Context: an optimization exercise on an open-source flow, tuned for small area, a short achievable clock period and few clock cycles. The choices shown serve that exercise and are no tape-out recipe.
RTL that was checked went through simulation tests only; none was proved equivalent to the original.
Power figures rest on the tool's default switching activity, not on a simulated workload.

==> run a <==
==> flow/design.v <==
`default_nettype none
package battleship_pkg;
    localparam int BOARD_ROWS  = 10;
    localparam int BOARD_COLS  = 10;
    localparam int NUM_SHIPS   = 5;
    localparam int FLEET_CELLS = 17;         
    typedef logic [3:0] coord_t;             
    typedef logic [2:0] ship_len_t;          
    typedef logic [2:0] ship_idx_t;          
    typedef logic [4:0] hit_count_t;         
    localparam logic [3*NUM_SHIPS-1:0] SHIP_LENGTHS = {3'd2, 3'd3, 3'd3, 3'd4, 3'd5};
    typedef enum logic [1:0] {
        cell_empty = 2'b00,
        cell_miss  = 2'b01,
        cell_hit   = 2'b10,
        cell_ship  = 2'b11
    } cell_t;
    typedef enum logic [2:0] {
        rk_placed   = 3'd0,
        rk_rejected = 3'd1,
        rk_miss     = 3'd2,
        rk_hit      = 3'd3,
        rk_win      = 3'd4
    } report_kind_t;
    typedef struct packed {
        logic   player;
        logic   horizontal;                  
        coord_t row;
        coord_t col;
    } request_t;
    typedef struct packed {
        report_kind_t kind;
        coord_t       row;
        coord_t       col;
        logic         player;                
    } report_t;
endpackage
`default_nettype wire
`timescale 1ns/1ps
`default_nettype none
module battleship_top (
    input  logic        clk,
    input  logic        reset,
    input  logic        read,
    input  logic [9:0]  req,
    output logic [11:0] data_out,
    output logic        data_ready
);
    localparam logic [2:0] K_PLACED = 3'd0, K_REJ = 3'd1, K_MISS = 3'd2,
                           K_HIT = 3'd3, K_WIN = 3'd4;
    logic        placing;            
    logic        over;               
    logic        turn;               
    logic [4:0]  sidx;               
    logic [4:0]  hits [2];           
    logic [3:0]  srow [10];          
    logic [3:0]  scol [10];
    logic        shor [10];
    logic [99:0] shot [2];           
    logic       p, h;
    logic [3:0] r, c;
    assign p = req[9];
    assign h = req[8];
    assign r = req[7:4];
    assign c = req[3:0];
    logic shooting;
    assign shooting = !placing && !over;
    logic [2:0] lm1;
    always_comb
    begin
        if (sidx[0])      lm1 = 3'd4;
        else if (sidx[1]) lm1 = 3'd3;
        else if (sidx[4]) lm1 = 3'd1;
        else              lm1 = 3'd2;
    end
    logic bsel;
    assign bsel = placing ? turn : !turn;
    function automatic logic [3:0] lm1_of(input int k);
        case (k)
            0:       lm1_of = 4'd4;
            1:       lm1_of = 4'd3;
            4:       lm1_of = 4'd1;
            default: lm1_of = 4'd2;
        endcase
    endfunction
    logic [4:0] valid;
    logic [3:0] r_lo [5], r_hi [5], c_lo [5], c_hi [5];
    logic [3:0] r_lo_v [5], c_lo_h [5];
    always_comb
    begin
        for (int i = 0; i < 5; i++)
        begin
            logic [3:0] sr, sc;
            logic       sh;
            sr = bsel ? srow[5+i] : srow[i];
            sc = bsel ? scol[5+i] : scol[i];
            sh = bsel ? shor[5+i] : shor[i];
            r_lo[i] = sr;
            c_lo[i] = sc;
            r_hi[i] = sh ? sr : sr + lm1_of(i);
            c_hi[i] = sh ? sc + lm1_of(i) : sc;
            r_lo_v[i] = (sr > 4'(lm1)) ? sr - 4'(lm1) : 4'd0;
            c_lo_h[i] = (sc > 4'(lm1)) ? sc - 4'(lm1) : 4'd0;
        end
        valid[0] = !placing || !sidx[0];
        valid[1] = !placing || !(sidx[0] || sidx[1]);
        valid[2] = !placing || sidx[3] || sidx[4];
        valid[3] = !placing || sidx[4];
        valid[4] = !placing;
    end
    logic hz, vt;                    
    assign hz = placing && h;
    assign vt = placing && !h;
    logic overlap;
    always_comb
    begin
        overlap = 1'b0;
        for (int i = 0; i < 5; i++)
        begin
            logic ok_r, ok_c;
            ok_r = (r <= r_hi[i]) && (vt ? (r >= r_lo_v[i]) : (r >= r_lo[i]));
            ok_c = (c <= c_hi[i]) && (hz ? (c >= c_lo_h[i]) : (c >= c_lo[i]));
            overlap = overlap || (valid[i] && ok_r && ok_c);
        end
    end
    logic [9:0] rsel, csel;
    always_comb
    begin
        for (int i = 0; i < 10; i++)
        begin
            rsel[i] = (r == 4'(i));
            csel[i] = (c == 4'(i));
        end
    end
    logic [99:0] tmap;
    logic        was_shot;
    assign tmap     = turn ? shot[0] : shot[1];      
    always_comb
    begin
        was_shot = 1'b0;
        for (int i = 0; i < 10; i++)
            for (int j = 0; j < 10; j++)
                was_shot = was_shot || (rsel[i] && csel[j] && tmap[10*i+j]);
    end
    logic fits, turn_ok, on_board;
    logic [3:0] lim;
    assign lim      = 4'd9 - 4'(lm1);            
    assign on_board = (r < 4'd10) && (c < 4'd10);
    assign fits     = h ? ((r < 4'd10) && (c <= lim)) : ((c < 4'd10) && (r <= lim));
    assign turn_ok  = (p == turn);
    logic place_ok, shot_ok, hit, win;
    assign place_ok = placing && turn_ok && fits && !overlap;
    assign shot_ok  = shooting && turn_ok && on_board && !was_shot;
    assign hit      = shot_ok && overlap;
    assign win      = hit && ((turn ? hits[0] : hits[1]) == 5'd16);
    logic [2:0] kind;
    always_comb
    begin
        if (place_ok)     kind = K_PLACED;
        else if (win)     kind = K_WIN;
        else if (hit)     kind = K_HIT;
        else if (shot_ok) kind = K_MISS;
        else              kind = K_REJ;
    end
    always_ff @(posedge clk)
    begin
        data_out <= {kind, r, c, p};
        if (reset)
        begin
            data_ready <= 1'b0;
            placing    <= 1'b1;
            over       <= 1'b0;
            turn       <= 1'b0;
            sidx       <= 5'b00001;
            hits[0]    <= '0;
            hits[1]    <= '0;
        end
        else
        begin
            data_ready <= read;
            if (read && place_ok)
            begin
                sidx <= {sidx[3:0], sidx[4]};
                if (sidx[4])
                begin
                    turn <= 1'b0;
                    if (turn)
                        placing <= 1'b0;
                    else
                        turn <= 1'b1;
                end
            end
            if (read && shot_ok)
            begin
                turn <= !turn;
                if (hit)
                begin
                    if (turn) hits[0] <= hits[0] + 1'b1;
                    else      hits[1] <= hits[1] + 1'b1;
                end
                if (win)
                    over <= 1'b1;
            end
        end
    end
    always_ff @(posedge clk)
    begin
        for (int k = 0; k < 5; k++)
        begin
            if (placing && sidx[k])
            begin
                if (turn)
                begin
                    srow[5+k] <= r;
                    scol[5+k] <= c;
                    shor[5+k] <= h;
                end
                else
                begin
                    srow[k] <= r;
                    scol[k] <= c;
                    shor[k] <= h;
                end
            end
        end
    end
    always_ff @(posedge clk)
    begin
        for (int i = 0; i < 10; i++)
            for (int j = 0; j < 10; j++)
            begin
                if (reset)
                begin
                    shot[0][10*i+j] <= 1'b0;
                    shot[1][10*i+j] <= 1'b0;
                end
                else if (read && shooting && rsel[i] && csel[j])
                begin
                    if (p && turn)
                        shot[0][10*i+j] <= 1'b1;
                    if (!p && !turn)
                        shot[1][10*i+j] <= 1'b1;
                end
            end
    end
endmodule
`default_nettype wire
==> flow/run.sh <==
#!/bin/bash
# synth_recipe.tcl (not shown) runs the flow's synth.tcl, then flattens the netlist and writes it again
# the make line also repeats each setting of config.mk as NAME=value (left out here)
make -C /OpenROAD-flow-scripts/flow DESIGN_CONFIG=/design/flow/config.mk WORK_HOME=/design/flow/orfs CLKGATE_MAP_FILE= SYNTH_SCRIPT=/design/flow/synth_recipe.tcl finish
==> flow/config.mk <==
export PLATFORM = sky130hd
export DESIGN_NAME = battleship_top
export DESIGN_NICKNAME = battleship_top
export VERILOG_FILES = /design/flow/design.v
export SDC_FILE = /design/flow/constraint.sdc
export NUM_CORES = 4
export LEC_CHECK = 0
export CAP_MARGIN = 20
export CORE_MARGIN = 2
export CORE_UTILIZATION = 40
export SLEW_MARGIN = 20
==> flow/constraint.sdc <==
create_clock -name core_clock -period 9.0 [get_ports {clk}]
set_input_delay 1.8000 -clock core_clock [delete_from_list [all_inputs] [get_ports {clk}]]
set_output_delay 1.8000 -clock core_clock [all_outputs]
set_load 0.01 [all_outputs]
==> inputs of run b, as changes to run a <==
==> flow/design.v, changed modules only <==
module battleship_top (
    input  logic        clk,
    input  logic        reset,
    input  logic        read,
    input  logic [9:0]  req,
    output logic [11:0] data_out,
    output logic        data_ready
);
    localparam logic [2:0] K_PLACED = 3'd0, K_REJ = 3'd1, K_MISS = 3'd2,
                           K_HIT = 3'd3, K_WIN = 3'd4;
    function automatic logic ge4(input logic [3:0] a, input logic [3:0] b);
        logic ge;
        ge = 1'b1;
        for (int k = 0; k < 4; k++)
            ge = (a[k] & !b[k]) | ((a[k] | !b[k]) & ge);
        ge4 = ge;
    endfunction
    function automatic logic [3:0] sub_sat(input logic [3:0] a, input int k);
        sub_sat = (int'(a) >= k) ? a - 4'(k) : 4'd0;
    endfunction
    function automatic int lm1_of(input int k);
        case (k)
            0:       lm1_of = 4;
            1:       lm1_of = 3;
            4:       lm1_of = 1;
            default: lm1_of = 2;
        endcase
    endfunction
    logic        placing;            
    logic        over;               
    logic        turn;               
    logic        bsel;               
    logic [4:0]  sidx;               
    logic [4:0]  hits [2];           
    logic [3:0]  srow [10];          
    logic [3:0]  scol [10];
    logic        shor [10];
    logic [9:0]  shot0 [10];         
    logic [9:0]  shot1 [10];
    logic       p, h;
    logic [3:0] r, c;
    assign p = req[9];
    assign h = req[8];
    assign r = req[7:4];
    assign c = req[3:0];
    logic shooting;
    assign shooting = !placing && !over;
    logic [4:0] valid;
    logic [3:0] r_lo [5], r_hi [5], c_lo [5], c_hi [5];
    logic [3:0] r_lo_v [5], c_lo_h [5];
    always_comb
    begin
        for (int i = 0; i < 5; i++)
        begin
            logic [3:0] sr, sc;
            logic       sh;
            sr = bsel ? srow[5+i] : srow[i];
            sc = bsel ? scol[5+i] : scol[i];
            sh = bsel ? shor[5+i] : shor[i];
            r_lo[i] = sr;
            c_lo[i] = sc;
            r_hi[i] = sh ? sr : sr + 4'(lm1_of(i));
            c_hi[i] = sh ? sc + 4'(lm1_of(i)) : sc;
            if (i == 0 && sidx[1])
            begin
                r_lo_v[i] = sub_sat(sr, 3);
                c_lo_h[i] = sub_sat(sc, 3);
            end
            else if (sidx[4])
            begin
                r_lo_v[i] = sub_sat(sr, 1);
                c_lo_h[i] = sub_sat(sc, 1);
            end
            else
            begin
                r_lo_v[i] = sub_sat(sr, 2);
                c_lo_h[i] = sub_sat(sc, 2);
            end
        end
        valid[0] = !placing || !sidx[0];
        valid[1] = !placing || !(sidx[0] || sidx[1]);
        valid[2] = !placing || sidx[3] || sidx[4];
        valid[3] = !placing || sidx[4];
        valid[4] = !placing;
    end
    logic hz, vt;                    
    assign hz = placing && h;
    assign vt = placing && !h;
    logic overlap;
    always_comb
    begin
        overlap = 1'b0;
        for (int i = 0; i < 5; i++)
        begin
            logic ok_r, ok_c;
            ok_r = ge4(r_hi[i], r) && (vt ? ge4(r, r_lo_v[i]) : ge4(r, r_lo[i]));
            ok_c = ge4(c_hi[i], c) && (hz ? ge4(c, c_lo_h[i]) : ge4(c, c_lo[i]));
            overlap = overlap || (valid[i] && ok_r && ok_c);
        end
    end
    logic [9:0] rsel, csel;
    always_comb
    begin
        for (int i = 0; i < 10; i++)
        begin
            rsel[i] = (r == 4'(i));
            csel[i] = (c == 4'(i));
        end
    end
    logic was_shot;
    always_comb
    begin
        was_shot = 1'b0;
        for (int j = 0; j < 10; j++)
        begin
            logic colbit;
            colbit = 1'b0;
            for (int i = 0; i < 10; i++)
                colbit = colbit || (rsel[i] && turn && shot0[i][j])
                                || (rsel[i] && !turn && shot1[i][j]);
            was_shot = was_shot || (csel[j] && colbit);
        end
    end
    logic fits, turn_ok, on_board;
    logic [3:0] lim;
    always_comb
    begin
        if (sidx[0])      lim = 4'd5;        
        else if (sidx[1]) lim = 4'd6;
        else if (sidx[4]) lim = 4'd8;
        else              lim = 4'd7;
    end
    assign on_board = (r < 4'd10) && (c < 4'd10);
    assign fits     = h ? ((r < 4'd10) && ge4(lim, c)) : ((c < 4'd10) && ge4(lim, r));
    assign turn_ok  = (p == turn);
    logic place_ok, shot_ok, hit, win, last_hit;
    assign last_hit = bsel ? (hits[1] == 5'd16) : (hits[0] == 5'd16);
    assign place_ok = placing && turn_ok && fits && !overlap;
    assign shot_ok  = shooting && turn_ok && on_board && !was_shot;
    assign hit      = shot_ok && overlap;
    assign win      = hit && last_hit;
    logic [2:0] kind;
    always_comb
    begin
        if (place_ok)     kind = K_PLACED;
        else if (win)     kind = K_WIN;
        else if (hit)     kind = K_HIT;
        else if (shot_ok) kind = K_MISS;
        else              kind = K_REJ;
    end
    logic placing_n, over_n, turn_n;
    always_comb
    begin
        placing_n = placing;
        over_n    = over;
        turn_n    = turn;
        if (read && place_ok && sidx[4])
        begin
            turn_n = !turn;              
            if (turn)
                placing_n = 1'b0;
        end
        if (read && shot_ok)
        begin
            turn_n = !turn;
            if (win)
                over_n = 1'b1;
        end
    end
    always_ff @(posedge clk)
    begin
        data_out <= {kind, r, c, p};
        if (reset)
        begin
            data_ready <= 1'b0;
            placing    <= 1'b1;
            over       <= 1'b0;
            turn       <= 1'b0;
            bsel       <= 1'b0;
            sidx       <= 5'b00001;
            hits[0]    <= '0;
            hits[1]    <= '0;
        end
        else
        begin
            data_ready <= read;
            placing    <= placing_n;
            over       <= over_n;
            turn       <= turn_n;
            bsel       <= placing_n ? turn_n : !turn_n;
            if (read && place_ok)
                sidx <= {sidx[3:0], sidx[4]};
            if (read && hit)
            begin
                if (bsel) hits[1] <= hits[1] + 1'b1;
                else      hits[0] <= hits[0] + 1'b1;
            end
        end
    end
    always_ff @(posedge clk)
    begin
        for (int k = 0; k < 5; k++)
        begin
            if (placing && sidx[k])
            begin
                if (turn)
                begin
                    srow[5+k] <= r;
                    scol[5+k] <= c;
                    shor[5+k] <= h;
                end
                else
                begin
                    srow[k] <= r;
                    scol[k] <= c;
                    shor[k] <= h;
                end
            end
        end
    end
    logic [9:0] mark0, mark1;
    always_comb
    begin
        for (int i = 0; i < 10; i++)
        begin
            mark0[i] = read && shooting && p && turn && rsel[i];
            mark1[i] = read && shooting && !p && !turn && rsel[i];
        end
    end
    always_ff @(posedge clk)
    begin
        for (int i = 0; i < 10; i++)
            for (int j = 0; j < 10; j++)
            begin
                shot0[i][j] <= !reset && (shot0[i][j] || (mark0[i] && csel[j]));
                shot1[i][j] <= !reset && (shot1[i][j] || (mark1[i] && csel[j]));
            end
    end
endmodule
- CORE_UTILIZATION: 40 -> 55
- SETUP_SLACK_MARGIN: not set -> 5
==> comparison <==
Between run a and run b, the lower register-to-register slack is in run a (gap 1900 ps).
In run b the utilization is higher than in run a, by 23 points.
In run b the maximum frequency is higher than in run a, by 42%.
Between run b and run a, the lower first-iteration DRC count is in run a (gap 91%, measured against run a).
Of run a and run b, run b has the higher cell area (gap about 9%, measured against run b).
Wire length: run a is smaller than run b (about 24%).
==> figures <==
quantity	run a	run b
Run status	timing/DRC/antenna clean	timing/DRC/antenna clean
Wire length of the first global-routing pass	69,600 um	84,900 um
Psw	0.742 mW	0.776 mW
Share of final layout cell area taken by clock buffers and inverters	0.0650	0.0553
Ratio of cells with drive above 1 in the final layout	0.0713	0.179
Setup slack after placement	2790 ps	3060 ps
Placeable core region	0.0409 mm^2	0.0297 mm^2
Yosys synthesis warning count	12	13
GR Util met1	0.269	0.430
Synth Area in Adders	0.121	0.0637
Largest net degree at the start of global routing	143	135
Layout filler cell count	3,846	2,347
TritonCTS Buffers	37	35
Testbench counts of run a, summed over its fixed seeds: cycles 2,888.
The RTL of run b was laid out without a check of its function.

## static timing again, ports no longer ideal
How much do the figures lean on ideal ports? The routed layouts below were timed once more, with nothing changed but the port constraints. Step 1 (the two cells are an assumption about what drives the block):
set clk [get_ports {clk}]
set_driving_cell -lib_cell sky130_fd_sc_hd__clkbuf_16 $clk
set_driving_cell -lib_cell sky130_fd_sc_hd__buf_2 [delete_from_list [all_inputs] $clk]
Step 2 moves the port delays by t, midway between the first and last clock arrival at a register: inputs arrive t later, outputs are due t later. That takes back most of the time a late clock gives input paths. Three values: no drivers, after step 1, after step 2; two values: the first two.
run | t, ns | slack for setup (ns) | worst setup path at the end
run a | 0.577 | 2.770 / 2.769 / 2.769 | register to register
run b | 0.571 | 4.608 / 4.612 / 4.041 | input to register
After both steps setup and hold are still met in every run listed. The setup slack of run b, which loses most, moves by +0.004 ns with the drivers and by -0.567 ns with both steps.
